Source: an optimization exercise on an open RTL-to-GDS flow (aim: small area and few clock cycles). Production flows keep margins and buffers that such runs may drop. Where RTL was checked, it was by simulation tests only, not by an equivalence proof against the original. Function not checked in runs 2 and 3: the RTL went through the layout flow alone. No activity file was given, so power comes from the tool's default toggle rates.

==> design/flow/config.mk <==
export PLATFORM = sky130hd
export DESIGN_NAME = multi_button_debounce_press_latch
export DESIGN_NICKNAME = multi_button_debounce_press_latch
export VERILOG_FILES = /design/flow/design.v
export SDC_FILE = /design/flow/constraint.sdc
export NUM_CORES = 4
export LEC_CHECK = 0
export CAP_MARGIN = 20
export CORE_MARGIN = 2
export CORE_UTILIZATION = 55
export GPL_TIMING_DRIVEN = 0
export SLEW_MARGIN = 20
export SYNTH_HIERARCHICAL = 1
==> design/flow/design.v <==
`default_nettype none
package mbdpl_pkg;
    typedef enum logic
    {
        KIND_SAMPLE = 1'b0,
        KIND_FETCH  = 1'b1
    } kind_t;
    localparam int RAW_WIDTH      = 5;
    localparam int TIME_WIDTH     = 32;
    localparam int INTERVAL_WIDTH = 16;
    localparam int ACTION_WIDTH   = 3;
    localparam int DOWN_INDEX     = 3;
    localparam logic [INTERVAL_WIDTH-1:0] INTERVAL_RESET = 16'd50;
    localparam int            ADDR_WIDTH             = 3;
    localparam logic [2:0]    ADDR_DEBOUNCE_INTERVAL = 3'd0;
    localparam int            APB_DATA_WIDTH         = 32;
    localparam int IN_TDATA_WIDTH  = 40;
    localparam int OUT_TDATA_WIDTH = 8;
    typedef struct packed
    {
        logic [TIME_WIDTH-1:0] now_ms;
        logic [RAW_WIDTH-1:0]  raw_levels;
        kind_t                 kind;
    } item_t;
endpackage
`default_nettype wire
`default_nettype none
module mbdpl_maj2 (
    input  wire logic [1:0] nx,
    input  wire logic [1:0] y,
    input  wire logic       c,
    output logic            gt
);
    logic br;
    assign br = (nx[0] & y[0]) | (nx[0] & c) | (y[0] & c);
    assign gt = (nx[1] & y[1]) | (nx[1] & br) | (y[1] & br);
endmodule
module mbdpl_maj2_first (
    input  wire logic [1:0] nx,
    input  wire logic [1:0] y,
    output logic            gt
);
    logic br;
    assign br = nx[0] & y[0];
    assign gt = (nx[1] & y[1]) | (nx[1] & br) | (y[1] & br);
endmodule
module mbdpl_gt16 (
    input  wire logic [15:0] nx,
    input  wire logic [15:0] y,
    output logic             gt
);
    logic [8:1] br;
    mbdpl_maj2_first u_first (.nx(nx[1:0]), .y(y[1:0]), .gt(br[1]));
    for (genvar s = 1; s < 8; s++)
    begin : g_step
        mbdpl_maj2 u_step (
            .nx (nx[2*s +: 2]),
            .y  (y[2*s +: 2]),
            .c  (br[s]),
            .gt (br[s+1])
        );
    end
    assign gt = br[8];
endmodule
module mbdpl_fa (
    input  wire logic a,
    input  wire logic b,
    input  wire logic c,
    output logic      s,
    output logic      co
);
    assign s  = a ^ b ^ c;
    assign co = (a & b) | (a & c) | (b & c);
endmodule
module mbdpl_add16 (
    input  wire logic [15:0] a,
    input  wire logic [15:0] b,
    output logic [16:0]      s
);
    logic [16:0] c;
    assign c[0] = 1'b0;
    assign s[0] = a[0] ^ b[0];
    assign c[1] = a[0] & b[0];
    mbdpl_maj2_first u_first (.nx(a[1:0]), .y(b[1:0]), .gt(c[2]));
    mbdpl_fa u_sum_1 (.a(a[1]), .b(b[1]), .c(c[1]), .s(s[1]), .co());
    for (genvar k = 1; k < 8; k++)
    begin : g_step
        mbdpl_maj2 u_carry (
            .nx (a[2*k +: 2]),
            .y  (b[2*k +: 2]),
            .c  (c[2*k]),
            .gt (c[2*k+2])
        );
        mbdpl_fa u_fa (
            .a  (a[2*k]),
            .b  (b[2*k]),
            .c  (c[2*k]),
            .s  (s[2*k]),
            .co (c[2*k+1])
        );
        mbdpl_fa u_sum (.a(a[2*k+1]), .b(b[2*k+1]), .c(c[2*k+1]), .s(s[2*k+1]), .co());
    end
    assign s[16] = c[16];
endmodule
module mbdpl_gray16 (
    input  wire logic [15:0] x,
    output logic [15:0]      g
);
    assign g = x ^ (x >> 1);
endmodule
module mbdpl_low_step2 #(
    parameter bit ONE = 1'b1
) (
    input  wire logic       z,
    input  wire logic [1:0] x,
    output logic [1:0]      m,
    output logic            zo
);
    logic [1:0] hit;
    assign hit  = ONE ? x : ~x;
    assign m[0] = z & hit[0];
    assign m[1] = z & ~hit[0] & hit[1];
    assign zo   = z & ~hit[0] & ~hit[1];
endmodule
module mbdpl_gray_step16 #(
    parameter bit UP = 1'b0
) (
    input  wire logic [15:0] x,
    output logic [15:0]      m
);
    logic [8:0]  z;      
    logic [15:0] low;    
    assign z[0] = 1'b1;
    for (genvar k = 0; k < 8; k++)
    begin : g_step
        mbdpl_low_step2 #(
            .ONE (!UP)
        ) u_step (
            .z  (z[k]),
            .x  (x[2*k +: 2]),
            .m  (low[2*k +: 2]),
            .zo (z[k+1])
        );
    end
    assign m = {low[15] | z[8], low[14:0]};
endmodule
module mbdpl_gray_slice2 (
    input  wire logic [1:0] g,
    input  wire logic [1:0] gx,
    input  wire logic [1:0] m_dn,
    input  wire logic [1:0] m_up,
    output logic            ne,
    output logic            na_dn,
    output logic            na_up
);
    logic [1:0] e;
    assign e     = ~(g ^ gx);
    assign ne    = ~(e[0] & e[1]);
    assign na_dn = ~((e[0] | m_dn[0]) & (e[1] | m_dn[1]));
    assign na_up = ~((e[0] | m_up[0]) & (e[1] | m_up[1]));
endmodule
module mbdpl_gray_near16 (
    input  wire logic [15:0] g,
    input  wire logic [15:0] gx,
    input  wire logic [15:0] m_dn,
    input  wire logic [15:0] m_up,
    output logic             same,
    output logic             one_above,    
    output logic             one_below     
);
    logic [7:0] ne;
    logic [7:0] na_dn;
    logic [7:0] na_up;
    for (genvar k = 0; k < 8; k++)
    begin : g_slice
        mbdpl_gray_slice2 u_slice (
            .g     (g[2*k +: 2]),
            .gx    (gx[2*k +: 2]),
            .m_dn  (m_dn[2*k +: 2]),
            .m_up  (m_up[2*k +: 2]),
            .ne    (ne[k]),
            .na_dn (na_dn[k]),
            .na_up (na_up[k])
        );
    end
    assign same      = ~(|ne);
    assign one_above = ~(|na_dn) & ~same;
    assign one_below = ~(|na_up) & ~same;
endmodule
module mbdpl_window (
    input  wire logic [15:0] ct_lo,
    input  wire logic        ct_wrap,     
    input  wire logic [15:0] nnow_lo,     
    input  wire logic [15:0] nwin_lo,     
    input  wire logic        win_wrap,    
    input  wire logic        hi_same,     
    input  wire logic        hi_above,    
    input  wire logic        hi_below,    
    output logic             br_now,      
    output logic             in_window
);
    logic br_win;    
    logic in_lo;
    logic hi_ok;     
    mbdpl_gt16 u_now (.nx(nnow_lo), .y(ct_lo), .gt(br_now));
    mbdpl_gt16 u_win (.nx(nwin_lo), .y(ct_lo), .gt(br_win));
    assign in_lo     = win_wrap ? (br_win | ~br_now) : (br_win & ~br_now);
    assign hi_ok     = (br_now == ct_wrap) ? hi_same : (br_now ? hi_above : hi_below);
    assign in_window = in_lo & hi_ok;
endmodule
module mbdpl_button_bank #(
    parameter int BUTTON_COUNT = 5
) (
    input  wire logic                                   clk,
    input  wire logic                                   rst_n,
    input  wire logic                                   fire,
    input  wire logic                                   commit,
    input  wire mbdpl_pkg::item_t                       item,
    input  wire logic [mbdpl_pkg::INTERVAL_WIDTH-1:0]   interval,
    output logic      [mbdpl_pkg::ACTION_WIDTH-1:0]     action_code,
    output logic                                        down_held
);
    localparam int TW = mbdpl_pkg::TIME_WIDTH;
    localparam int HW = TW / 2;
    logic [BUTTON_COUNT-1:0] prev_reg;
    logic [BUTTON_COUNT-1:0] stable_reg;
    logic [BUTTON_COUNT-1:0] press_reg;
    logic                    fetch_reg;      
    logic [HW-1:0]           change_time_reg [BUTTON_COUNT];   
    logic [BUTTON_COUNT-1:0] ct_wrap_reg;    
    logic [HW-1:0]           last_hi_gray_reg;                 
    logic [BUTTON_COUNT-1:0] settled_reg;    
    logic                    sample_reg;     
    logic [BUTTON_COUNT-1:0] raw;
    logic [BUTTON_COUNT-1:0] changed;
    logic [BUTTON_COUNT-1:0] in_window;
    logic [BUTTON_COUNT-1:0] br_now;
    logic [BUTTON_COUNT-1:0] settled;
    logic [BUTTON_COUNT-1:0] pick;           
    logic [BUTTON_COUNT-1:0] press_eff;      
    logic                    sample;
    logic                    load;
    logic                    interval_zero;
    logic [HW-1:0]           now_lo;
    logic [HW-1:0]           now_hi;
    logic [HW-1:0]           now_hi_gray;
    logic [HW-1:0]           step_dn;
    logic [HW-1:0]           step_up;
    logic                    hi_same;
    logic                    hi_above;
    logic                    hi_below;
    logic [HW-1:0]           nwin_lo;
    logic                    win_wrap;
    assign raw           = BUTTON_COUNT'(item.raw_levels);
    assign sample        = (item.kind == mbdpl_pkg::KIND_SAMPLE);
    assign load          = fire && sample;
    assign changed       = raw ^ prev_reg;
    assign interval_zero = (interval == '0);
    assign now_lo = item.now_ms[HW-1:0];
    assign now_hi = item.now_ms[TW-1:HW];
    mbdpl_add16 u_win (.a(interval), .b(~now_lo), .s({win_wrap, nwin_lo}));
    mbdpl_gray16 u_now_hi_gray (.x(now_hi), .g(now_hi_gray));
    mbdpl_gray_step16 #(.UP(1'b0)) u_step_dn (.x(now_hi), .m(step_dn));
    mbdpl_gray_step16 #(.UP(1'b1)) u_step_up (.x(now_hi), .m(step_up));
    mbdpl_gray_near16 u_hi (
        .g         (last_hi_gray_reg),
        .gx        (now_hi_gray),
        .m_dn      (step_dn),
        .m_up      (step_up),
        .same      (hi_same),
        .one_above (hi_above),
        .one_below (hi_below)
    );
    for (genvar i = 0; i < BUTTON_COUNT; i++)
    begin : g_button
        mbdpl_window u_window (
            .ct_lo     (change_time_reg[i]),
            .ct_wrap   (ct_wrap_reg[i]),
            .nnow_lo   (~now_lo),
            .nwin_lo   (nwin_lo),
            .win_wrap  (win_wrap),
            .hi_same   (hi_same),
            .hi_above  (hi_above),
            .hi_below  (hi_below),
            .br_now    (br_now[i]),
            .in_window (in_window[i])
        );
        assign settled[i] = changed[i] ? interval_zero : ~in_window[i];
    end
    assign pick      = press_reg & ~(press_reg - 1'b1);
    assign press_eff = fetch_reg ? (press_reg & ~pick) : press_reg;
    always_comb
    begin
        action_code = '0;
        for (int i = BUTTON_COUNT - 1; i >= 0; i--)
        begin
            if (pick[i])
            begin
                action_code = mbdpl_pkg::ACTION_WIDTH'(i + 1);
            end
        end
        if (!fetch_reg)
        begin
            action_code = '0;
        end
    end
    assign down_held = ~stable_reg[mbdpl_pkg::DOWN_INDEX];
    always_ff @(posedge clk or negedge rst_n)
    begin
        if (!rst_n)
        begin
            prev_reg   <= '1;
            stable_reg <= '1;
            press_reg  <= '0;
            fetch_reg  <= 1'b0;
        end
        else
        begin
            if (load)
            begin
                prev_reg <= raw;
            end
            if (commit)
            begin
                if (sample_reg)
                begin
                    stable_reg <= (settled_reg & prev_reg) | (~settled_reg & stable_reg);
                    press_reg  <= press_eff | (settled_reg & ~prev_reg & stable_reg);
                end
                else
                begin
                    press_reg  <= press_eff;
                end
                fetch_reg <= !sample_reg;
            end
        end
    end
    always_ff @(posedge clk)
    begin
        if (load)
        begin
            for (int i = 0; i < BUTTON_COUNT; i++)
            begin
                if (changed[i])
                begin
                    change_time_reg[i] <= now_lo;
                end
            end
            ct_wrap_reg      <= br_now & ~changed;
            last_hi_gray_reg <= now_hi_gray;
        end
        if (fire)
        begin
            settled_reg <= settled;
            sample_reg  <= sample;
        end
    end
endmodule
`default_nettype wire
`default_nettype none
module multi_button_debounce_press_latch #(
    parameter int BUTTON_COUNT = 5
) (
    input  wire logic                                   clk,
    input  wire logic                                   rst_n,
    input  wire logic [mbdpl_pkg::IN_TDATA_WIDTH-1:0]   s_tdata,
    input  wire logic                                   s_tuser,
    input  wire logic                                   s_tvalid,
    output logic                                        s_tready,
    output logic      [mbdpl_pkg::OUT_TDATA_WIDTH-1:0]  m_tdata,
    output logic                                        m_tvalid,
    input  wire logic                                   m_tready,
    input  wire logic                                   psel,
    input  wire logic                                   penable,
    input  wire logic                                   pwrite,
    input  wire logic [mbdpl_pkg::ADDR_WIDTH-1:0]       paddr,
    input  wire logic [mbdpl_pkg::APB_DATA_WIDTH-1:0]   pwdata,
    output logic      [mbdpl_pkg::APB_DATA_WIDTH-1:0]   prdata,
    output logic                                        pready
);
    logic                                       stage_valid_reg;
    logic                                       out_valid_reg;
    logic [mbdpl_pkg::INTERVAL_WIDTH-1:0]       interval_reg;
    logic                                       commit;
    logic                                       in_xfer;
    logic                                       cfg_write;
    logic [mbdpl_pkg::ACTION_WIDTH-1:0]         action_code;
    logic                                       down_held;
    mbdpl_pkg::item_t                           in_item;
    assign in_item.kind       = mbdpl_pkg::kind_t'(s_tuser);
    assign in_item.raw_levels = s_tdata[mbdpl_pkg::RAW_WIDTH-1:0];
    assign in_item.now_ms     =
        s_tdata[mbdpl_pkg::RAW_WIDTH +: mbdpl_pkg::TIME_WIDTH];
    assign commit   = stage_valid_reg && (!out_valid_reg || m_tready);
    assign s_tready = !stage_valid_reg || commit;
    assign in_xfer  = s_tvalid && s_tready;
    assign m_tvalid = out_valid_reg;
    assign m_tdata  = {
        (mbdpl_pkg::OUT_TDATA_WIDTH - mbdpl_pkg::ACTION_WIDTH - 1)'(0),
        down_held, action_code};
    assign pready    = 1'b1;
    assign cfg_write = psel && penable && pwrite
                       && (paddr == mbdpl_pkg::ADDR_DEBOUNCE_INTERVAL);
    assign prdata    = (paddr == mbdpl_pkg::ADDR_DEBOUNCE_INTERVAL)
                       ? mbdpl_pkg::APB_DATA_WIDTH'(interval_reg) : '0;
    mbdpl_button_bank #(
        .BUTTON_COUNT (BUTTON_COUNT)
    ) u_bank (
        .clk         (clk),
        .rst_n       (rst_n),
        .fire        (in_xfer),
        .commit      (commit),
        .item        (in_item),
        .interval    (interval_reg),
        .action_code (action_code),
        .down_held   (down_held)
    );
    always_ff @(posedge clk or negedge rst_n)
    begin
        if (!rst_n)
        begin
            stage_valid_reg <= 1'b0;
            out_valid_reg   <= 1'b0;
            interval_reg    <= mbdpl_pkg::INTERVAL_RESET;
        end
        else
        begin
            if (in_xfer)
            begin
                stage_valid_reg <= 1'b1;
            end
            else if (commit)
            begin
                stage_valid_reg <= 1'b0;
            end
            if (commit)
            begin
                out_valid_reg <= 1'b1;
            end
            else if (m_tready)
            begin
                out_valid_reg <= 1'b0;
            end
            if (cfg_write)
            begin
                interval_reg <= pwdata[mbdpl_pkg::INTERVAL_WIDTH-1:0];
            end
        end
    end
endmodule
`default_nettype wire
==> design/flow/flow/run.sh <==
#!/bin/bash
# Layout flow: the standard flow (standard synthesis unchanged), with
# synthesis buffers removed at floorplan (repair re-buffers where needed),
# one tie cell per constant level rather than one per load, single-strength
# buffers on the ports and a clock tree of clkbuf_8 in small clusters without
# dummy loads. make's whole output goes to flow_make.log here; each ORFS step
# also keeps its own log under orfs/logs/.
set -euo pipefail
bash standard.sh \
    "REMOVE_ABC_BUFFERS=1" \
    "SKIP_REPAIR_TIE_FANOUT=1" \
    "BUFFER_PORTS_ARGS=-buffer_cell sky130_fd_sc_hd__buf_1" \
    "CTS_ARGS=-sink_clustering_enable -repair_clock_nets -buf_list sky130_fd_sc_hd__clkbuf_8 -sink_clustering_size 8 -dont_use_dummy_load" \
    finish > flow_make.log 2>&1
==> design/flow/standard.sh <==
#!/bin/bash
# synth_recipe.tcl (not shown) runs the flow's synth.tcl, then flattens the netlist and writes it again
# the make line also repeats each setting of config.mk as NAME=value (left out here)
make -C /OpenROAD-flow-scripts/flow DESIGN_CONFIG=/design/flow/config.mk WORK_HOME=/design/flow/orfs CLKGATE_MAP_FILE= SYNTH_SCRIPT=/design/flow/synth_recipe.tcl "${@:-finish}"
==> design/flow/constraint.sdc <==
create_clock -name core_clock -period 6.5 [get_ports {clk}]
set_input_delay 1.3000 -clock core_clock [delete_from_list [all_inputs] [get_ports {clk}]]
set_output_delay 1.3000 -clock core_clock [all_outputs]
set_load 0.01 [all_outputs]
==> results.tsv, run 1 <==
stage	metric	value	unit
outcome	status	complete, no violations	
detailed_routing	DR pass1 iterations	6	
power	Sw Share	35.6	%
grt	antenna violations before repair	0	
critical_path	Arr. time, crit path	6.19	ns
detailed_routing	DRT Wirelength	20200	microns
grt	total grt overflow	0	
die	row count	45	
sta	Setup TNS Final	0	ns
die	Die Wd	128	microns
clocking	H-Tree Depth	4	
die	Core Area	15100	sq um
power	PD cells	285	nW/um^2
sta	clock skew	0.0306	ns
final_layout	layout cells sized above 1	12.5	%
logic_synthesis	async set or reset register ratio after synthesis	24.1	%
grt	largest net degree at the start of global routing	30	
clocking	Post-CTS Hold Buffers	0	
die	Die Footprint	16300	sq um
job	number of max-cap violations	0	
critical_path	CP max-delay cell	fa_1	
logic_synthesis	Synth Register Bits	141	
power	P_sw	0.000921	W
detailed_routing	Remaining DRCs	0	
final_layout	final net count	983	
final_layout	Syn-to-layout area delta	8.00	%
critical_path	critical path cell sequence	buf_1 > inv_1 > a31oi_1 > nor2_1 > a21oi_1 > o21ai_1 > fa_1 > fa_1 > o22ai_1 > o21ai_1 > o22ai_1 > o21ai_1 > o22ai_1 > o21ai_1 > o22ai_1 > o21ai_1 > o22ai_1 > o21ai_1 > o22ai_1 > o21ai_1 > nand2_1 > o22ai_2 > o21a_1 > mux2i_1	
power	Leakage	3.30	nW
power	clock share of power	19.8	%
clocking	CTS Buf Count	17	
logic_synthesis	Synth Instances	803	
sta	Final Setup Violations	0	
critical_path	largest stage delay on the critical path	0.72	ns
clocking	Clk pin slew, worst setup/hold paths	0.08	ns
logic_synthesis	largest cells by area after synthesis	edfxtp_1, o22ai_1, dfrtp_1	
clocking	maximum clock insertion buffer count	2	
sta	Worst Hold Margin	0.510	ns
final_layout	number of flip-flops under the largest register name	80	
logic_synthesis	ys flop type	edfxtp_1	
power	combinational power share	34.4	%
power	Cell Int Power	0.00167	W
grt	global-route wire length before repair	32000	microns
sta	endpoints failing hold	0	
sta	Max Slew Vio Count	0	
place	Area after DPL	8850	sq um
logic_synthesis	Post-synth EDFFs	107	
die	Die H	128	microns
detailed_routing	WL per Instance	18.8	microns
power	Flop pwr share	45.8	%
logic_synthesis	Synth top area share	38.2	%
logic_synthesis	Distinct cells, synth	45	
place	detailed placement HPWL	14900	microns
final_layout	FILL cells	1259	
critical_path	kind of critical path	in -> reg	
logic_synthesis	cell taking the most area after synthesis	edfxtp_1	
final_layout	Inserted Diodes	0	
critical_path	CP Capture Type	flop	
logic_synthesis	synth warn	10	
sta	Slew HR	41.0	%
clocking	Num Clock Sinks	141	
clocking	Root Buffer	clkbuf_8	
sta	RSZ-0062 raised after global routing	false	
clocking	TritonCTS clock tree	done	
detailed_routing	via count	6601	
logic_synthesis	synthesized area	8410	sq um
logic_synthesis	most frequent cell after synthesis	edfxtp_1	
place	Final GP Congestion	0.830	
critical_path	Worst Path Required	6.70	ns
die	Initial Util	55.8	%
sta	Max Clock Freq	167	MHz
place	port buffer count	85	
sta	min cycle time layout	6.00	ns
power	VDD IR-drop max	200	uV
logic_synthesis	commonest cells in the netlist	edfxtp_1, nand2_1, o22ai_1	
die	io pins	126	
critical_path	Crit path top cell by count	o21ai_1	
hold_path	worst min path class	reg -> reg	
sta	Worst-Margin Slew	0.884	ns
final_layout	final instance area	9090	sq um
logic_synthesis	syn avg cell area	10.5	sq um
detailed_routing	final antenna-violating net count	0	
critical_path	crit path max fanout	12	
detailed_routing	vias per cell	6.17	
critical_path	startpoint types	input pin	
sta	Final Cycle Share	92.2	%
grt	vias in the first global route	6332	
grt	GRT Total Usage	25.5	%
logic_synthesis	Seq/Total Area, Yosys	48.5	%
detailed_routing	Iteration-0 DRC Markers	418	
clocking	Worst-Skew Late Latency	0.45	ns
[power by group through the flow]
stage / combinational [W] / sequential, W / clock (W)
floorplan: 0.000637 / 0.00118 / 0
global placement: 0.000828 / 0.00120 / 0
detailed placement: 0.000868 / 0.00120 / 0
CTS: 0.000870 / 0.00118 / 0.000528
global route: 0.000975 / 0.00120 / 0.000559
finish: 0.000890 / 0.00119 / 0.000513
[what timing repair did]
action,in CTS,in global routing
gates resized for setup,0,2
setup endpoints to repair,0,2
buffers inserted,0,0
[routing by layer]
layer | GRT usage (%) | wire (microns) | vias to the layer above
met5 | 0 | 0 | -
met4 | 11.8 | 618 | 0
met3 | 3.51 | 894 | 40
met2 | 44.4 | 10200 | 221
met1 | 31.7 | 8500 | 3200
li1 | - | - | 3140
[modules after synthesis, one instance, submodules excluded, a selection]
module | cell area [sq um] | copies in the design | flops+latches
mbdpl_gray_slice2 | 33.8 | 8 | 0
mbdpl_gray16 | 139 | 1 | 0
mbdpl_window | 52.6 | 5 | 0
mbdpl_maj2_first | 15.0 | 11 | 0
mbdpl_add16 | 20.0 | 1 | 0
mbdpl_gray_near16 | 63.8 | 1 | 0
mbdpl_maj2 | 20.0 | 77 | 0
mbdpl_fa | 20.0 | 15 | 0
multi_button_debounce_press_latch | 997 | 1 | 18
[logic make-up after synthesis]
logic type | synth area share (%)
AO/OA/AOI/OAI | 19.6
AND/OR/NAND/NOR | 14.9
flip-flops | 48.5
buffers and inverters | 3.49
multiplexers | 5.78
XOR/XNOR | 3.75
adder cells (fa/ha/maj) | 3.72
other | 0.178
[area by class of cell]
cell class	count	area, sq um	area share (%)
Inverter	20	75.1	0.826
Tap cell	188	235	2.59
Multi-Input combinational cell	613	4060	44.6
Sequential cell	141	4080	44.9
Clock buffer	17	234	2.57
Timing Repair Buffer	91	408	4.49
[critical path: cells and delay by family]
family,cells,cell delay (ns)
buf+inv,2,0.42
mux,1,0.07
compound gates,17,3.02
simple gates,2,0.21
fa+ha+maj,2,1.14
[final timing paths]
| check | slack (ns) | depth (start not counted) | startpoint | endpoint |
|---|---|---|---|---|
| worst max-delay path | 0.50 | 24 | s_tdata[6] | u_bank.settled_reg[4] |
| worst min-delay path | 0.51 | 2 | flop | u_bank.press_reg[4] |
| worst max register to register | 1.23 | 22 | interval_reg[1] | u_bank.settled_reg[4] |
| worst min register to register | 0.51 | 2 | flop | u_bank.press_reg[4] |
| max in group asynchronous | 5.34 | 2 | rst_n | interval_reg[4] |
| min in group asynchronous | 0.66 | 1 | rst_n | u_bank.press_reg[1] |
[layout by cell type, fill, tap and decap left out, types with 9 or more instances in the layout]
cell      instances
a21oi_1          89
a31oi_1          11
and2_1           25
buf_1            84
clkbuf_8         17
dfrtp_1          21
dfstp_2          13
edfxtp_1        107
fa_1             14
inv_1            19
mux2_1           12
mux2_2            9
mux2_4           10
mux2i_1          10
nand2_1          98
nand2b_1          9
nor2_1           21
o21ai_1          77
o22ai_1          93
xnor2_1          21
xor2_1           15
[stage by stage]
stage / power, W / util [%] / setup slack, ns / cells
3_5_place_dp: 0.00207 / 58.7 / 0.0600 / 1053
6_report: 0.00259 / 60.2 / 0.505 / 1070
5_1_grt: 0.00274 / 60.2 / 0.0726 / 1070
4_1_cts: 0.00258 / 60.2 / 0.569 / 1070
3_3_place_gp: 0.00203 / 58.0 / 0.186 / 1047
2_1_floorplan: 0.00181 / - / 1.22 / 774
Testbench counts, summed over its fixed seeds: cycles 12,016.
==> inputs of run 2 (changes only) <==
--- a/design/flow/design.v
+++ b/design/flow/design.v
@@ -108,34 +108,26 @@
 );
     assign g = x ^ (x >> 1);
 endmodule
-module mbdpl_low_step2 #(
-    parameter bit ONE = 1'b1
-) (
+module mbdpl_low_step2 (
     input  wire logic       z,
     input  wire logic [1:0] x,
     output logic [1:0]      m,
     output logic            zo
 );
-    logic [1:0] hit;
-    assign hit  = ONE ? x : ~x;
-    assign m[0] = z & hit[0];
-    assign m[1] = z & ~hit[0] & hit[1];
-    assign zo   = z & ~hit[0] & ~hit[1];
+    assign m[0] = z & x[0];
+    assign m[1] = z & ~x[0] & x[1];
+    assign zo   = z & ~x[0] & ~x[1];
 endmodule
-module mbdpl_gray_step16 #(
-    parameter bit UP = 1'b0
-) (
+module mbdpl_low16 (
     input  wire logic [15:0] x,
     output logic [15:0]      m
 );
     logic [8:0]  z;      
-    logic [15:0] low;    
+    logic [15:0] low;
     assign z[0] = 1'b1;
     for (genvar k = 0; k < 8; k++)
     begin : g_step
-        mbdpl_low_step2 #(
-            .ONE (!UP)
-        ) u_step (
+        mbdpl_low_step2 u_step (
             .z  (z[k]),
             .x  (x[2*k +: 2]),
             .m  (low[2*k +: 2]),
@@ -147,45 +139,69 @@
 module mbdpl_gray_slice2 (
     input  wire logic [1:0] g,
     input  wire logic [1:0] gx,
-    input  wire logic [1:0] m_dn,
-    input  wire logic [1:0] m_up,
+    input  wire logic [1:0] q,
+    output logic            ne,
+    output logic            na
+);
+    logic [1:0] e;
+    assign e  = ~(g ^ gx);
+    assign ne = ~(e[0] & e[1]);
+    assign na = ~((e[0] | q[0]) & (e[1] | q[1]));
+endmodule
+module mbdpl_gray_slice2_first (
+    input  wire logic [1:0] g,
+    input  wire logic [1:0] gx,
+    input  wire logic       q1,
     output logic            ne,
-    output logic            na_dn,
-    output logic            na_up
+    output logic            na,
+    output logic            f0
 );
     logic [1:0] e;
-    assign e     = ~(g ^ gx);
-    assign ne    = ~(e[0] & e[1]);
-    assign na_dn = ~((e[0] | m_dn[0]) & (e[1] | m_dn[1]));
-    assign na_up = ~((e[0] | m_up[0]) & (e[1] | m_up[1]));
+    assign e  = ~(g ^ gx);
+    assign ne = ~(e[0] & e[1]);
+    assign na = ~(e[0] & (e[1] | q1));
+    assign f0 = e[1] & ~e[0];
 endmodule
 module mbdpl_gray_near16 (
     input  wire logic [15:0] g,
+    input  wire logic        y0,
     input  wire logic [15:0] gx,
-    input  wire logic [15:0] m_dn,
-    input  wire logic [15:0] m_up,
     output logic             same,
     output logic             one_above,    
     output logic             one_below     
 );
-    logic [7:0] ne;
-    logic [7:0] na_dn;
-    logic [7:0] na_up;
-    for (genvar k = 0; k < 8; k++)
+    logic [15:0] low;      
+    logic [15:0] q;        
+    logic [7:0]  ne;
+    logic [7:0]  na;
+    logic        f0;
+    logic        flip0;    
+    logic        flipq;    
+    mbdpl_low16 u_low (.x(g), .m(low));
+    assign q = {low[15] | low[14], low[13:0], 1'b0};
+    mbdpl_gray_slice2_first u_slice_0 (
+        .g  (g[1:0]),
+        .gx (gx[1:0]),
+        .q1 (q[1]),
+        .ne (ne[0]),
+        .na (na[0]),
+        .f0 (f0)
+    );
+    for (genvar k = 1; k < 8; k++)
     begin : g_slice
         mbdpl_gray_slice2 u_slice (
-            .g     (g[2*k +: 2]),
-            .gx    (gx[2*k +: 2]),
-            .m_dn  (m_dn[2*k +: 2]),
-            .m_up  (m_up[2*k +: 2]),
-            .ne    (ne[k]),
-            .na_dn (na_dn[k]),
-            .na_up (na_up[k])
+            .g  (g[2*k +: 2]),
+            .gx (gx[2*k +: 2]),
+            .q  (q[2*k +: 2]),
+            .ne (ne[k]),
+            .na (na[k])
         );
     end
     assign same      = ~(|ne);
-    assign one_above = ~(|na_dn) & ~same;
-    assign one_below = ~(|na_up) & ~same;
+    assign flip0     = ~(|ne[7:1]) & f0;
+    assign flipq     = ~(|na) & ~same;
+    assign one_above = y0 ? flipq : flip0;
+    assign one_below = y0 ? flip0 : flipq;
 endmodule
 module mbdpl_window (
     input  wire logic [15:0] ct_lo,
@@ -229,6 +245,7 @@
     logic [HW-1:0]           change_time_reg [BUTTON_COUNT];   
     logic [BUTTON_COUNT-1:0] ct_wrap_reg;    
     logic [HW-1:0]           last_hi_gray_reg;                 
+    logic                    last_hi_lsb_reg;                  
     logic [BUTTON_COUNT-1:0] settled_reg;    
     logic                    sample_reg;     
     logic [BUTTON_COUNT-1:0] raw;
@@ -244,8 +261,6 @@
     logic [HW-1:0]           now_lo;
     logic [HW-1:0]           now_hi;
     logic [HW-1:0]           now_hi_gray;
-    logic [HW-1:0]           step_dn;
-    logic [HW-1:0]           step_up;
     logic                    hi_same;
     logic                    hi_above;
     logic                    hi_below;
@@ -260,13 +275,10 @@
     assign now_hi = item.now_ms[TW-1:HW];
     mbdpl_add16 u_win (.a(interval), .b(~now_lo), .s({win_wrap, nwin_lo}));
     mbdpl_gray16 u_now_hi_gray (.x(now_hi), .g(now_hi_gray));
-    mbdpl_gray_step16 #(.UP(1'b0)) u_step_dn (.x(now_hi), .m(step_dn));
-    mbdpl_gray_step16 #(.UP(1'b1)) u_step_up (.x(now_hi), .m(step_up));
     mbdpl_gray_near16 u_hi (
         .g         (last_hi_gray_reg),
+        .y0        (last_hi_lsb_reg),
         .gx        (now_hi_gray),
-        .m_dn      (step_dn),
-        .m_up      (step_up),
         .same      (hi_same),
         .one_above (hi_above),
         .one_below (hi_below)
@@ -348,6 +360,7 @@
             end
             ct_wrap_reg      <= br_now & ~changed;
             last_hi_gray_reg <= now_hi_gray;
+            last_hi_lsb_reg  <= now_hi[0];
         end
         if (fire)
         begin
==> run 2 against run 1 <==
Clock skew decreased by 0.0092 ns. Still clean on timing, DRC and antenna. Die area shrank 2.3%. Sequential power about the same. Non-clock buffer count stayed put. Final area is 2.3% lower. Global-route usage is essentially flat. Critical endpoint is now u_bank.settled_reg[1]. Synthesized cell count shrank 3.5%. Critical path depth stayed put. Wire length is 1.8% lower. Register-to-register slack gained 0.08 ns.
==> results.tsv, run 2 <==
stage	metric	value	unit
final_layout	Inserted Diodes	0	
die	io pins	126	
clocking	H-Tree Depth	4	
die	Initial Util	56.5	%
logic_synthesis	largest cells by area after synthesis	edfxtp_1, dfrtp_1, o22ai_1	
final_layout	number of flip-flops under the largest register name	80	
critical_path	CP max-delay cell	fa_1	
detailed_routing	WL per Instance	19.1	microns
die	row count	44	
sta	Slew HR	40.2	%
logic_synthesis	Synth Register Bits	142	
grt	vias in the first global route	6245	
sta	Worst-Margin Slew	0.897	ns
sta	Final Worst Setup Slack	0.374	ns
critical_path	Arr. time, crit path	6.30	ns
power	Flop pwr share	46.3	%
clocking	maximum clock insertion buffer count	2	
die	Die Footprint	15900	sq um
detailed_routing	Iteration-0 DRC Markers	426	
clocking	Root Buffer	clkbuf_8	
detailed_routing	DR pass1 iterations	5	
critical_path	largest stage delay on the critical path	0.74	ns
detailed_routing	vias per cell	6.17	
logic_synthesis	cell taking the most area after synthesis	edfxtp_1	
power	VDD IR-drop max	217	uV
critical_path	startpoint types	input pin	
logic_synthesis	synth warn	10	
critical_path	crit-path leading delay family	compound AO/OA/AOI/OAI gates	
clocking	Post-CTS Hold Buffers	0	
logic_synthesis	most frequent cell after synthesis	edfxtp_1	
logic_synthesis	Synth Instances	775	
critical_path	Crit path top cell by count	o21ai_1	
detailed_routing	Remaining DRCs	0	
critical_path	Worst Path Required	6.67	ns
clocking	TritonCTS clock tree	done	
power	PD cells	292	nW/um^2
sta	Final Setup Violations	0	
sta	min cycle time layout	6.13	ns
detailed_routing	final antenna-violating net count	0	
clocking	Worst-Skew Late Latency	0.44	ns
sta	Setup TNS Final	0	ns
logic_synthesis	Seq/Total Area, Yosys	50.1	%
sta	Max Slew Vio Count	0	
place	post-place setup slack	0.0149	ns
die	Die H	126	microns
clocking	CTS Buf Count	17	
logic_synthesis	Post-synth EDFFs	108	
critical_path	WP buf/inv	2	
job	number of max-cap violations	0	
final_layout	final instance area	8880	sq um
sta	clock skew	0.0214	ns
logic_synthesis	Synth top area share	39.5	%
critical_path	CP Capture Type	flop	
place	detailed placement HPWL	14600	microns
final_layout	final net count	955	
outcome	status	complete, no violations	
final_layout	most common cell after layout, fill and taps aside	edfxtp_1	
grt	global-route wire length before repair	31700	microns
final_layout	commonest cells after routing, fill and taps aside	edfxtp_1, nand2_1, a21oi_1	
sta	RSZ-0062 raised after global routing	false	
final_layout	Syn-to-layout area delta	8.11	%
power	clock share of power	20.1	%
power	Cell Int Power	0.00167	W
die	Die Wd	126	microns
critical_path	kind of critical path	in -> reg	
place	Final GP Congestion	0.802	
detailed_routing	via count	6405	
clocking	Clk pin slew, worst setup/hold paths	0.08	ns
grt	total grt overflow	0	
sta	Final Cycle Share	94.2	%
die	Core Area	14500	sq um
power	final total power	0.00259	W
logic_synthesis	ys flop type	edfxtp_1	
power	Leakage	3.17	nW
logic_synthesis	commonest cells in the netlist	edfxtp_1, nand2_1, a21oi_1	
logic_synthesis	Distinct cells, synth	46	
power	P_sw	0.000922	W
final_layout	Reg area	4110	sq um
clocking	Post-CTS Setup Bufs	0	
critical_path	crit path max fanout	13	
clocking	post_cts resized	0	
grt	antenna violations before repair	0	
power	combinational power share	33.6	%
logic_synthesis	synthesized area	8210	sq um
grt	GRT Total Usage	25.5	%
power	Sw Share	35.6	%
final_layout	area of the multi-input gates	3820	sq um
hold_path	worst min path class	reg -> reg	
sta	endpoints failing hold	0	
final_layout	FILL cells	1238	
detailed_routing	DRT Wirelength	19800	microns
logic_synthesis	async set or reset register ratio after synthesis	23.9	%
final_layout	layout cells sized above 1	10.2	%
place	port buffer count	85	
sta	Max Clock Freq	163	MHz
grt	largest net degree at the start of global routing	30	
critical_path	critical path cell sequence	buf_1 > inv_1 > a31oi_1 > nor2_1 > fa_1 > fa_1 > o22ai_1 > o21ai_1 > a21oi_1 > o21ai_1 > o22ai_1 > o21ai_1 > o22ai_1 > o21ai_1 > o22ai_1 > o21ai_1 > o22ai_1 > o21ai_1 > o22ai_1 > o21ai_1 > nand2_1 > o22ai_2 > o21a_1 > mux2i_1	
clocking	Num Clock Sinks	142	
logic_synthesis	syn avg cell area	10.6	sq um
place	Area after DPL	8640	sq um
sta	Worst Hold Margin	0.491	ns
## run 2: cell count changes in the layout (fill, tap and decap cells not counted), sizes merged, moves of 4 or more
cell / before / now
and3: 8 / 0
o22ai: 98 / 89
and3b: 16 / 8
or4: 4 / 0
and2b: 8 / 0
## run 2: power by group through the flow
stage                     clock network, W  registers (W)  logic [W]
after floorplan                          0        0.00119   0.000631
after global placement                   0        0.00121   0.000815
after detailed placement                 0        0.00122   0.000856
after CTS                         0.000530        0.00120   0.000859
after global routing              0.000564        0.00121   0.000952
final                             0.000521        0.00120   0.000870
## run 2: worst register-to-register path, delay by kind of cell (launching register included)
kind	cells	cell delay, ns
flops	1	0.58
fa+ha+maj	2	0.80
mux	1	0.17
compound gates	17	3.11
simple gates	2	0.37
## run 2: kinds of logic (layout without fill, tap and decap cells)
family	Yosys count	after routing	share of synthesized area, %
AO/OA/AOI/OAI	283	283	19.5
AND/OR/NAND/NOR	204	204	13.1
flip-flops	142	142	50.1
buffers and inverters	50	129	3.63
multiplexers	41	41	5.93
XOR/XNOR	36	36	3.84
adder cells (fa/ha/maj)	16	16	3.81
other	3	3	0.137
## run 2: layer usage
metal  up-vias  global-route usage [%]  wire length, microns
li1       3033                       -                     -
met3        37                    5.23                   940
met4         0                    9.63                   591
met1      3105                    31.8                  8200
met2       230                    43.7                 10100
met5         -                       0                     0
## run 2: final cells by class
class	instances	area share [%]
sequential	142	46.3
multi-input combinational	583	43.0
timing repair buffer	91	4.59
clock buffer	17	2.64
tap	184	2.59
inverter	21	0.888
## run 2: worst paths after layout
check,start,cells after the start,to,slack (ns)
min in group asynchronous,rst_n,1,u_bank.press_reg[1],0.68
worst min-delay path,stage_valid_reg,1,out_valid_reg,0.49
worst max-delay path,s_tdata[5],24,u_bank.settled_reg[1],0.37
worst max register to register,interval_reg[1],22,u_bank.settled_reg[1],1.31
max in group asynchronous,rst_n,2,interval_reg[5],5.34
worst min register to register,stage_valid_reg,1,out_valid_reg,0.49
## run 2: per-stage QoR
step / std cells / utilization (%)
after floorplan: 746 / -
after global placement: 1015 / 58.8
after detailed placement: 1021 / 59.5
after CTS: 1038 / 61.1
after global routing: 1038 / 61.1
final: 1038 / 61.1
## run 2: per-module statistics from Yosys (local to each module, per instance), a selection
module | cell area, sq um | flops+latches | copies in the design
mbdpl_add16 | 20.0 | 0 | 1
mbdpl_fa | 20.0 | 0 | 15
mbdpl_gray16 | 139 | 0 | 1
mbdpl_gray_near16 | 96.3 | 0 | 1
mbdpl_gray_slice2 | 27.5 | 0 | 7
mbdpl_gray_slice2_first | 32.5 | 0 | 1
mbdpl_low16 | 10.0 | 0 | 1
mbdpl_low_step2 | 28.8 | 0 | 8
mbdpl_maj2 | 20.0 | 0 | 77
mbdpl_maj2_first | 15.0 | 0 | 11
mbdpl_window | 52.6 | 0 | 5
multi_button_debounce_press_latch | 997 | 18 | 1
==> inputs of run 3 (changes only) <==
--- a/design/flow/config.mk
+++ b/design/flow/config.mk
@@ -5,9 +5,9 @@
 export SDC_FILE = /design/flow/constraint.sdc
 export NUM_CORES = 4
 export LEC_CHECK = 0
-export CAP_MARGIN = 20
+export CAP_MARGIN = 0
 export CORE_MARGIN = 2
 export CORE_UTILIZATION = 55
 export GPL_TIMING_DRIVEN = 0
-export SLEW_MARGIN = 20
+export SLEW_MARGIN = 0
 export SYNTH_HIERARCHICAL = 1
==> run 3 against run 2 <==
Largest power group unchanged. Largest cell class unchanged. Wire length rose by 0.56%. Critical path type unchanged. Still clean on timing, DRC and antenna. Final cell count barely moved. Clock-buffer cell count did not move. Critical path depth did not move. Synthesized cell count did not move.
==> results.tsv, run 3 <==
stage	metric	value	unit
outcome	status	complete, no violations	
logic_synthesis	synthesized area	8210	sq um
die	Initial Util	56.5	%
detailed_routing	Remaining DRCs	0	
die	io pins	126	
final_layout	final net count	954	
logic_synthesis	Synth Instances	775	
grt	vias in the first global route	6205	
logic_synthesis	largest cells by area after synthesis	edfxtp_1, dfrtp_1, o22ai_1	
logic_synthesis	ys flop type	edfxtp_1	
grt	global-route wire length before repair	31500	microns
power	Leakage	3.17	nW
sta	Worst-Margin Slew	0.897	ns
place	detailed placement HPWL	14700	microns
detailed_routing	Met3 Routed Length	850	microns
logic_synthesis	cell taking the most area after synthesis	edfxtp_1	
clocking	maximum clock insertion buffer count	2	
die	Die Wd	126	microns
logic_synthesis	Seq/Total Area, Yosys	50.1	%
final_layout	commonest cells after routing, fill and taps aside	edfxtp_1, nand2_1, a21oi_1	
logic_synthesis	Synth Register Bits	142	
sta	RSZ-0062 raised after global routing	false	
die	Die H	126	microns
logic_synthesis	Post-synth EDFFs	108	
sta	clock skew	0.0162	ns
critical_path	startpoint types	input pin	
sta	Final Cycle Share	94.3	%
detailed_routing	DR pass1 iterations	8	
die	Core Area	14500	sq um
power	final total power	0.00259	W
critical_path	CP Capture Type	flop	
grt	GRT Total Usage	25.4	%
final_layout	most common cell after layout, fill and taps aside	edfxtp_1	
critical_path	crit path max fanout	13	
final_layout	layout cells sized above 1	10.1	%
detailed_routing	Iteration-0 DRC Markers	457	
final_layout	Inserted Diodes	0	
detailed_routing	DRT Wirelength	19900	microns
grt	largest net degree at the start of global routing	35	
grt	total grt overflow	0	
detailed_routing	DRT met1 WL	8390	microns
critical_path	Worst Path Required	6.68	ns
logic_synthesis	Distinct cells, synth	46	
job	number of max-cap violations	0	
die	row count	44	
sta	endpoints failing hold	0	
detailed_routing	via count	6401	
clocking	Post-CTS Setup Bufs	0	
clocking	H-Tree Depth	4	
logic_synthesis	commonest cells in the netlist	edfxtp_1, nand2_1, a21oi_1	
power	PD cells	292	nW/um^2
clocking	TritonCTS clock tree	done	
final_layout	Syn-to-layout area delta	8.06	%
sta	Final Setup Violations	0	
hold_path	worst min path class	reg -> reg	
clocking	Clk pin slew, worst setup/hold paths	0.08	ns
clocking	Worst-Skew Late Latency	0.45	ns
grt	antenna violations before repair	0	
logic_synthesis	most frequent cell after synthesis	edfxtp_1	
critical_path	kind of critical path	in -> reg	
logic_synthesis	synth warn	10	
logic_synthesis	async set or reset register ratio after synthesis	23.9	%
final_layout	number of flip-flops under the largest register name	80	
die	Die Footprint	15900	sq um
sta	Slew HR	40.1	%
logic_synthesis	syn avg cell area	10.6	sq um
sta	Setup TNS Final	0	ns
place	Final GP Congestion	0.802	
detailed_routing	wire length on met2	10200	microns
clocking	post_cts resized	0	
sta	min cycle time layout	6.13	ns
clocking	Root Buffer	clkbuf_8	
critical_path	Arr. time, crit path	6.32	ns
detailed_routing	final antenna-violating net count	0	
clocking	Num Clock Sinks	142	
final_layout	Post-Route Utilization	61.1	%
clocking	CTS Buf Count	17	
sta	Max Clock Freq	163	MHz
detailed_routing	highest routed layer	met4	
detailed_routing	vias per cell	6.17	
place	port buffer count	85	
sta	Max Slew Vio Count	0	
clocking	Post-CTS Hold Buffers	0	
logic_synthesis	Synth top area share	39.5	%
detailed_routing	WL per Instance	19.2	microns
power	VDD IR-drop max	215	uV
run 3: routing by layer:
layer | up-vias | track usage [%]
li1 | 3027 | -
met1 | 3146 | 32.0
met4 | 0 | 9.11
met2 | 200 | 44.3
met5 | - | 0
met3 | 28 | 4.29
run 3: cell type report:
class                           count  area (sq um)
Tap cell                          184           230
Clock buffer                       17           234
Timing Repair Buffer               90           404
Sequential cell                   142          4110
Inverter                           21          78.8
Multi-Input combinational cell    583          3820
Fill cell                        1214          5660
run 3: worst paths after layout:
check	from	to	slack, ns	cells after the start
worst max-delay path	s_tdata[5]	u_bank.settled_reg[3]	0.37	24
worst min-delay path	stage_valid_reg	out_valid_reg	0.51	1
worst max register to register	interval_reg[1]	u_bank.settled_reg[1]	1.22	22
worst min register to register	stage_valid_reg	out_valid_reg	0.51	1
max in group asynchronous	rst_n	interval_reg[12]	5.00	1
min in group asynchronous	rst_n	u_bank.press_reg[1]	0.95	1
run 3: metrics by stage:
step | cell area, sq um | worst slack [ns] | hold WS [ns] | std cells
3_5_place_dp | 8640 | 0.0101 | 0.493 | 1020
4_1_cts | 8870 | 0.488 | 0.513 | 1037
6_report | 8870 | 0.367 | 0.505 | 1037
3_3_place_gp | 8540 | 0.152 | 0.461 | 1015
5_1_grt | 8870 | 0.136 | 0.525 | 1037
2_1_floorplan | 7990 | 1.22 | 0.449 | 746
run 3: critical path, cell delays in order:
cell	delay (ns)
buf_1	0.21
inv_1	0.24
a31oi_1	0.21
nor2_1	0.11
fa_1	0.39
fa_1	0.74
o22ai_1	0.13
o21ai_1	0.28
o22ai_1	0.14
o21ai_1	0.23
o22ai_1	0.12
o21ai_1	0.26
o22ai_1	0.13
o21ai_1	0.28
o22ai_1	0.14
o21ai_1	0.19
o22ai_1	0.11
o21ai_1	0.27
o22ai_1	0.14
o21ai_1	0.18
nand2_1	0.09
o22ai_2	0.18
o21a_1	0.14
mux2i_1	0.07
run 3: report_power, final:
part / leakage (nW) / internal (W) / switching [W] / total, W
clock: 0.122 / 0.000230 / 0.000293 / 0.000523
sequential: 1.40 / 0.00110 / 0.0000982 / 0.00120
combinational: 1.65 / 0.000338 / 0.000534 / 0.000871
run 3: Yosys stat by module, one instance, submodules excluded, excerpt:
module / cells / copies in the design / flip-flops and latches / area [sq um]
mbdpl_add16: 2 / 1 / 0 / 20.0
mbdpl_fa: 1 / 15 / 0 / 20.0
mbdpl_gray16: 16 / 1 / 0 / 139
mbdpl_gray_slice2: 4 / 7 / 0 / 27.5
mbdpl_gray_slice2_first: 5 / 1 / 0 / 32.5
mbdpl_low16: 2 / 1 / 0 / 10.0
mbdpl_maj2: 4 / 77 / 0 / 20.0
run 3: cells by family (layout without fill, tap and decap cells):
kind of cell,after synthesis,in the layout,share of synthesized area (%)
AO/OA/AOI/OAI,283,283,19.5
AND/OR/NAND/NOR,204,204,13.1
flip-flops,142,142,50.1
buffers and inverters,50,128,3.63
multiplexers,41,41,5.93
XOR/XNOR,36,36,3.84
adder cells (fa/ha/maj),16,16,3.81
other,3,3,0.137
==> inputs of run 4 (changes only) <==
--- a/design/flow/design.v
+++ b/design/flow/design.v
@@ -336,7 +336,10 @@
             begin
                 if (sample_reg)
                 begin
-                    stable_reg <= (settled_reg & prev_reg) | (~settled_reg & stable_reg);
+                    for (int i = 0; i < BUTTON_COUNT; i++)
+                    begin
+                        stable_reg[i] <= settled_reg[i] ? prev_reg[i] : stable_reg[i];
+                    end
                     press_reg  <= press_eff | (settled_reg & ~prev_reg & stable_reg);
                 end
                 else
--- a/design/flow/config.mk
+++ b/design/flow/config.mk
@@ -5,9 +5,9 @@
 export SDC_FILE = /design/flow/constraint.sdc
 export NUM_CORES = 4
 export LEC_CHECK = 0
-export CAP_MARGIN = 0
+export CAP_MARGIN = 20
 export CORE_MARGIN = 2
 export CORE_UTILIZATION = 55
 export GPL_TIMING_DRIVEN = 0
-export SLEW_MARGIN = 0
+export SLEW_MARGIN = 20
 export SYNTH_HIERARCHICAL = 1
==> run 4 against run 3 <==
Clock skew increased by 0.0032 ns. Sequential power about the same. Sequential share of layout area about the same. Via count decreased by 1.0%. Sequential cell count unchanged. First-iteration DRC count decreased by 3.3%. Die area unchanged. Final cell count about the same. Largest power group unchanged.
==> results.tsv, run 4 <==
stage	metric	value	unit
outcome	status	complete, no violations	
grt	global-route wire length before repair	31600	microns
critical_path	CP max-delay cell	fa_2	
sta	Worst-Margin Slew	0.926	ns
detailed_routing	Remaining DRCs	0	
critical_path	R2R Path Start	interval_reg[1]	
final_layout	most common cell after layout, fill and taps aside	edfxtp_1	
logic_synthesis	commonest cells in the netlist	edfxtp_1, nand2_1, a21oi_1	
die	Die Wd	126	microns
die	io pins	126	
final_layout	layout cells sized above 1	10.7	%
logic_synthesis	cell taking the most area after synthesis	edfxtp_1	
clocking	Root Buffer	clkbuf_8	
critical_path	Reg2Reg Depth	22	
sta	Final Worst Setup Slack	0.400	ns
hold_path	beginning of the worst hold path	stage_valid_reg	
critical_path	crit path max fanout	12	
logic_synthesis	ys flop type	edfxtp_1	
clocking	H-Tree Depth	4	
grt	largest net degree at the start of global routing	30	
logic_synthesis	Post-synth EDFFs	108	
sta	clock skew	0.0194	ns
job	number of max-cap violations	0	
clocking	Post-CTS Setup Bufs	0	
detailed_routing	DRT Wirelength	19700	microns
place	post-place setup slack	-0.0773	ns
place	port buffer count	85	
logic_synthesis	Synth Instances	775	
grt	GRT Total Usage	25.3	%
detailed_routing	WL per Instance	19.0	microns
critical_path	crit-path leading delay family	compound AO/OA/AOI/OAI gates	
die	Die H	126	microns
power	VDD IR-drop max	198	uV
final_layout	commonest cells after routing, fill and taps aside	edfxtp_1, nand2_1, a21oi_1	
logic_synthesis	Synth top area share	39.5	%
grt	antenna violations before repair	0	
final_layout	Syn-to-layout area delta	8.15	%
critical_path	CP Capture Type	flop	
logic_synthesis	Synth Register Bits	142	
sta	Max Slew Vio Count	0	
critical_path	largest stage delay on the critical path	0.68	ns
power	final total power	0.00258	W
logic_synthesis	Distinct cells, synth	46	
die	Initial Util	56.5	%
clocking	Clk pin slew, worst setup/hold paths	0.08	ns
detailed_routing	Iteration-0 DRC Markers	442	
critical_path	Crit. path cell count	24	
grt	vias in the first global route	6322	
final_layout	final net count	955	
sta	min cycle time layout	6.10	ns
sta	RSZ-0062 raised after global routing	false	
hold_path	worst min path class	reg -> reg	
clocking	Num Clock Sinks	142	
detailed_routing	via count	6334	
logic_synthesis	synthesized area	8210	sq um
critical_path	R2R Path End	u_bank.settled_reg[3]	
critical_path	kind of critical path	in -> reg	
detailed_routing	vias per cell	6.10	
place	detailed placement HPWL	14600	microns
place	Final GP Congestion	0.822	
logic_synthesis	async set or reset register ratio after synthesis	23.9	%
critical_path	WP buf/inv	2	
power	PD cells	291	nW/um^2
critical_path	Worst Path Required	6.68	ns
sta	Slew HR	38.2	%
critical_path	Critical Path Source	s_tdata[6]	
sta	Final Cycle Share	93.8	%
final_layout	fin cells	1038	
final_layout	number of flip-flops under the largest register name	80	
die	Core Area	14500	sq um
sta	Final Setup Violations	0	
power	Leakage	3.16	nW
critical_path	startpoint types	input pin	
die	Die Footprint	15900	sq um
place	placed cells	1021	
place	Area after DPL	8640	sq um
logic_synthesis	largest cells by area after synthesis	edfxtp_1, dfrtp_1, o22ai_1	
clocking	Worst-Skew Late Latency	0.44	ns
clocking	TritonCTS clock tree	done	
sta	Max Clock Freq	164	MHz
logic_synthesis	synth warn	10	
logic_synthesis	Seq/Total Area, Yosys	50.1	%
critical_path	critical path endpoint	u_bank.settled_reg[3]	
critical_path	Arr. time, crit path	6.28	ns
detailed_routing	DR pass1 iterations	5	
critical_path	reg-to-reg slack, setup	1.24	ns
logic_synthesis	syn avg cell area	10.6	sq um
final_layout	Inserted Diodes	0	
sta	endpoints failing hold	0	
die	row count	44	
clocking	CTS Buf Count	17	
logic_synthesis	most frequent cell after synthesis	edfxtp_1	
detailed_routing	final antenna-violating net count	0	
final_layout	final instance area	8880	sq um
critical_path	critical path cell sequence	buf_1 > inv_1 > a31oi_1 > nor2_1 > fa_1 > fa_2 > o22ai_1 > o21ai_1 > o22ai_1 > o21ai_1 > o22ai_1 > o21ai_1 > o22ai_1 > o21ai_1 > o22ai_1 > o21ai_1 > o22ai_1 > o21ai_1 > o22ai_1 > o21ai_1 > nand2_1 > o22ai_2 > o21a_1 > mux2i_1	
clocking	maximum clock insertion buffer count	2	
grt	total grt overflow	0	
## run 4: layout make-up
type                       count  area, sq um
clock buffer                  17          234
fill                        1173         5650
inverter                      21         78.8
multi-input combinational    583         3820
sequential                   142         4110
tap                          184          230
timing repair buffer          91          404
## run 4: routing by layer
metal | share of wire (%) | vias up | global-route usage, %
li1 | - | 3021 | -
met1 | 42 | 3072 | 32.0
met2 | 51 | 219 | 44.7
met3 | 5.3 | 22 | 4.67
met4 | 1.7 | 0 | 6.98
met5 | 0 | - | 0
## run 4: report_power, final
group / switching, W / total (W) / internal [W]
Sequential: 0.0000975 / 0.00120 / 0.00110
Combinational: 0.000529 / 0.000870 / 0.000341
Clock: 0.000284 / 0.000514 / 0.000230
## run 4: how the worst min path moves through the flow
| stage | endpoint | slack, ns | depth (start not counted) |
|---|---|---|---|
| floorplan | out_valid_reg | 0.45 | 1 |
| global placement | out_valid_reg | 0.46 | 1 |
| detailed placement | out_valid_reg | 0.49 | 1 |
| CTS | out_valid_reg | 0.49 | 1 |
| global route | out_valid_reg | 0.50 | 1 |
| finish | out_valid_reg | 0.49 | 1 |
## run 4: kinds of logic after synthesis
group / count (synthesis) / synth area share (%)
fa+ha+maj: 16 / 3.81
buf+inv: 50 / 3.63
xor+xnor: 36 / 3.84
flops: 142 / 50.1
mux: 41 / 5.93
simple gates: 204 / 13.1
other cells: 3 / 0.137
compound gates: 283 / 19.5
## run 4: metrics by stage
step                util, %  hold slack [ns]  TNS, ns
detailed placement     59.4            0.493  -0.0773
floorplan                 -            0.449        0
global route           61.1            0.500        0
finish                 61.1            0.487        0
global placement       58.8            0.459        0
CTS                    61.1            0.493        0
## run 4: Yosys stat by module, one instance, submodules excluded, a selection
module / copies in the design / flip-flops and latches
mbdpl_low16: 1 / 0
mbdpl_maj2: 77 / 0
mbdpl_gray_near16: 1 / 0
mbdpl_low_step2: 8 / 0
mbdpl_gray16: 1 / 0
mbdpl_gray_slice2: 7 / 0
multi_button_debounce_press_latch: 1 / 18
## run 4: what timing repair did
item / 4_1_cts / 5_1_grt
setup endpoints to repair: 0 / 3
hold buffers: 0 / 0
resized for setup: 0 / 4
## run 4: worst reg2reg max path, stage by stage (launching register included)
cell and delay (ns):
dfstp_2 0.59, a31oi_1 0.09, nor2_1 0.27, o22ai_1 0.14, o21ai_1 0.29, o22ai_1 0.14
o21ai_1 0.30, o22ai_1 0.14, o21ai_1 0.27, o22ai_1 0.13, o21ai_1 0.28, o22ai_1 0.13
o21ai_1 0.28, fa_1 0.26, fa_1 0.40, o22ai_1 0.13, o21ai_1 0.32, o22ai_1 0.14
o21ai_1 0.18, nand2_1 0.09, o22ai_2 0.19, o21a_1 0.16, mux2i_1 0.07
Testbench counts of run 4, summed over its fixed seeds: cycles 12,016.
==> inputs of run 5 (changes only) <==
==> design/flow/flow/run.sh (replaced) <==
#!/bin/bash
# Layout flow: the standard flow (standard synthesis unchanged), with
# synthesis buffers removed at floorplan (repair re-buffers where needed),
# one tie cell per constant level rather than one per load, single-strength
# buffers on the ports and a clock tree of clkbuf_8 in clusters of up to 16 without
# dummy loads. make's whole output goes to flow_make.log here; each ORFS step
# also keeps its own log under orfs/logs/.
set -euo pipefail
bash standard.sh \
    "REMOVE_ABC_BUFFERS=1" \
    "SKIP_REPAIR_TIE_FANOUT=1" \
    "BUFFER_PORTS_ARGS=-buffer_cell sky130_fd_sc_hd__buf_1" \
    "CTS_ARGS=-sink_clustering_enable -repair_clock_nets -buf_list sky130_fd_sc_hd__clkbuf_8 -sink_clustering_size 16 -dont_use_dummy_load" \
    finish > flow_make.log 2>&1
==> run 5 against run 4 <==
Largest cell class unchanged. Wire length did not move. Synthesized cell count unchanged. Critical path depth stayed put. Final cell count stayed put. Via count did not move. Clock power about the same. Register-to-register slack about the same. Sequential power is essentially flat. Largest power group unchanged. Maximum frequency did not move.
==> results.tsv, run 5 <==
stage	metric	value	unit
outcome	status	complete, no violations	
clocking	Worst-Skew Late Latency	0.44	ns
die	Initial Util	56.5	%
die	io pins	126	
logic_synthesis	cell taking the most area after synthesis	edfxtp_1	
detailed_routing	final antenna-violating net count	0	
sta	endpoints failing hold	0	
logic_synthesis	Synth top area share	39.5	%
critical_path	startpoint types	input pin	
clocking	CTS Buf Count	17	
place	detailed placement HPWL	14600	microns
detailed_routing	DR pass1 iterations	5	
clocking	Num Clock Sinks	142	
sta	Final Cycle Share	93.8	%
sta	Final Setup Violations	0	
die	Core Area	14500	sq um
grt	vias in the first global route	6322	
grt	global-route wire length before repair	31600	microns
grt	total grt overflow	0	
power	Leakage	3.16	nW
place	Final GP Congestion	0.822	
final_layout	commonest cells after routing, fill and taps aside	edfxtp_1, nand2_1, a21oi_1	
sta	Max Slew Vio Count	0	
hold_path	worst min path class	reg -> reg	
clocking	TritonCTS clock tree	done	
logic_synthesis	synth warn	10	
grt	antenna violations before repair	0	
job	number of max-cap violations	0	
detailed_routing	Iteration-0 DRC Markers	442	
logic_synthesis	async set or reset register ratio after synthesis	23.9	%
detailed_routing	via count	6334	
die	Die Footprint	15900	sq um
logic_synthesis	largest cells by area after synthesis	edfxtp_1, dfrtp_1, o22ai_1	
place	port buffer count	85	
final_layout	layout cells sized above 1	10.7	%
critical_path	Worst Path Required	6.68	ns
sta	Worst Hold Margin	0.487	ns
detailed_routing	WL per Instance	19.0	microns
sta	RSZ-0062 raised after global routing	false	
logic_synthesis	syn avg cell area	10.6	sq um
critical_path	CP Capture Type	flop	
final_layout	Syn-to-layout area delta	8.15	%
die	Die Wd	126	microns
logic_synthesis	Synth Register Bits	142	
critical_path	kind of critical path	in -> reg	
clocking	Root Buffer	clkbuf_8	
die	row count	44	
logic_synthesis	most frequent cell after synthesis	edfxtp_1	
logic_synthesis	Seq/Total Area, Yosys	50.1	%
clocking	maximum clock insertion buffer count	2	
logic_synthesis	Distinct cells, synth	46	
logic_synthesis	synthesized area	8210	sq um
sta	min cycle time layout	6.10	ns
final_layout	final net count	955	
final_layout	final instance area	8880	sq um
detailed_routing	DRT Wirelength	19700	microns
final_layout	number of flip-flops under the largest register name	80	
critical_path	Reg2Reg Depth	22	
sta	Slew HR	38.2	%
power	PD cells	291	nW/um^2
logic_synthesis	ys flop type	edfxtp_1	
grt	largest net degree at the start of global routing	30	
clocking	Clk pin slew, worst setup/hold paths	0.08	ns
place	Area after DPL	8640	sq um
sta	clock skew	0.0194	ns
final_layout	most common cell after layout, fill and taps aside	edfxtp_1	
detailed_routing	vias per cell	6.10	
critical_path	crit path max fanout	12	
final_layout	FILL cells	1173	
critical_path	reg-to-reg slack, setup	1.24	ns
sta	Max Clock Freq	164	MHz
final_layout	Inserted Diodes	0	
clocking	Post-CTS Setup Bufs	0	
sta	Worst-Margin Slew	0.926	ns
sta	Setup TNS Final	0	ns
grt	GRT Total Usage	25.3	%
hold_path	hold path cells	1	
logic_synthesis	commonest cells in the netlist	edfxtp_1, nand2_1, a21oi_1	
detailed_routing	Remaining DRCs	0	
critical_path	Arr. time, crit path	6.28	ns
die	Die H	126	microns
logic_synthesis	Post-synth EDFFs	108	
logic_synthesis	Synth Instances	775	
clocking	H-Tree Depth	4	
power	VDD IR-drop max	198	uV
run 5: cell counts after synthesis:
No cell type changed its count.
run 5: final cells by class:
type                    count  area, sq um  share of cell area [%]
clock buffers              17          234                    2.63
inverters                  21         78.8                   0.888
multi-input cells         583         3820                    43.1
flip-flops and latches    142         4110                    46.3
well taps                 184          230                    2.59
repair buffers             91          404                    4.55
run 5: power by group:
part	total (W)	internal (W)	switching (W)
logic	0.000870	0.000341	0.000529
clock network	0.000514	0.000230	0.000284
registers	0.00120	0.00110	0.0000975
total	0.00258	0.00167	0.000911
run 5: per-layer routing:
metal | wire (microns) | global-route usage [%] | vias up
met3 | 1050 | 4.67 | 22
met2 | 10100 | 44.7 | 219
met4 | 334 | 6.98 | 0
met1 | 8260 | 32.0 | 3072
met5 | 0 | 0 | -
li1 | - | - | 3021
run 5: through the flow:
step | utilization (%) | worst slack (ns) | power, W | std cells
2_1_floorplan | - | 1.22 | 0.00182 | 746
3_3_place_gp | 58.8 | 0.178 | 0.00203 | 1015
3_5_place_dp | 59.4 | -0.0773 | 0.00207 | 1021
4_1_cts | 61.1 | 0.376 | 0.00258 | 1038
5_1_grt | 61.1 | 0.0454 | 0.00275 | 1038
6_report | 61.1 | 0.400 | 0.00258 | 1038
run 5: critical path, stage by stage:
cell and delay [ns]:
buf_1 0.19, inv_1 0.24, a31oi_1 0.20, nor2_1 0.11
fa_1 0.40, fa_2 0.68, o22ai_1 0.11, o21ai_1 0.26
o22ai_1 0.13, o21ai_1 0.20, o22ai_1 0.12, o21ai_1 0.28
o22ai_1 0.14, o21ai_1 0.30, o22ai_1 0.14, o21ai_1 0.21
o22ai_1 0.11, o21ai_1 0.32, o22ai_1 0.14, o21ai_1 0.18
nand2_1 0.09, o22ai_2 0.19, o21a_1 0.16, mux2i_1 0.07
run 5: per-module statistics from Yosys (local to each module, per instance), excerpt:
module                             cells  copies in the design  area [sq um]  flip-flops and latches
mbdpl_fa                               1                    15          20.0                       0
mbdpl_gray_slice2                      4                     7          27.5                       0
mbdpl_add16                            2                     1          20.0                       0
mbdpl_gray16                          16                     1           139                       0
mbdpl_maj2                             4                    77          20.0                       0
mbdpl_low_step2                        3                     8          28.8                       0
mbdpl_low16                            2                     1          10.0                       0
mbdpl_window                           6                     5          52.6                       0
multi_button_debounce_press_latch     85                     1           997                      18
run 5: path summary, 6_finish.rpt:
path / startpoint / end
worst max-delay path: s_tdata[6] / u_bank.settled_reg[3]
worst max register to register: interval_reg[1] / u_bank.settled_reg[3]
worst min register to register: stage_valid_reg / out_valid_reg
min in group asynchronous: rst_n / u_bank.press_reg[1]
max in group asynchronous: rst_n / interval_reg[4]
worst min-delay path: stage_valid_reg / out_valid_reg
run 5: repair_timing:
action / in CTS / in global routing
hold endpoints to repair: 0 / 0
resized for setup: 0 / 4
endpoints found under the setup margin: 0 / 3
hold buffers: 0 / 0
run 5: kinds of logic after synthesis:
kind of cell | count (synthesis) | synth area share [%]
AND/OR/NAND/NOR | 204 | 13.1
adder cells (fa/ha/maj) | 16 | 3.81
AO/OA/AOI/OAI | 283 | 19.5
other | 3 | 0.137
buffers and inverters | 50 | 3.63
flip-flops | 142 | 50.1
XOR/XNOR | 36 | 3.84
multiplexers | 41 | 5.93

static timing again, ports no longer ideal:
Ports are ideal in the flow. The routed layouts listed here were re-timed in OpenROAD.
Step 1 (the two cells are an assumption about what drives the block):
set clk [get_ports {clk}]
set_driving_cell -lib_cell sky130_fd_sc_hd__clkbuf_16 $clk
set_driving_cell -lib_cell sky130_fd_sc_hd__buf_2 [delete_from_list [all_inputs] $clk]
Step 2 times the ports against the registers' clock, not the clock port: input delays grow and output delays shrink by t, the midpoint of the rising clock arrivals with the driver on.
Slacks: ideal / step 1 / step 2; pairs: ideal / step 1.
run | shift t [ns] | setup WS [ns] | clock arrival spread, ns
run 1 | 0.474 | 0.505 / 0.522 / 0.049 | 0.031 / 0.031
run 2 | 0.471 | 0.374 / 0.391 / -0.080 | 0.024 / 0.024
run 3 | 0.476 | 0.367 / 0.384 / -0.092 | 0.017 / 0.018
run 4 | 0.473 | 0.400 / 0.402 / -0.071 | 0.019 / 0.019
run 5 | 0.473 | 0.400 / 0.402 / -0.071 | 0.019 / 0.019
Met with ideal ports but missed after step 2: setup timing in run 2, run 3, run 4 and run 5.
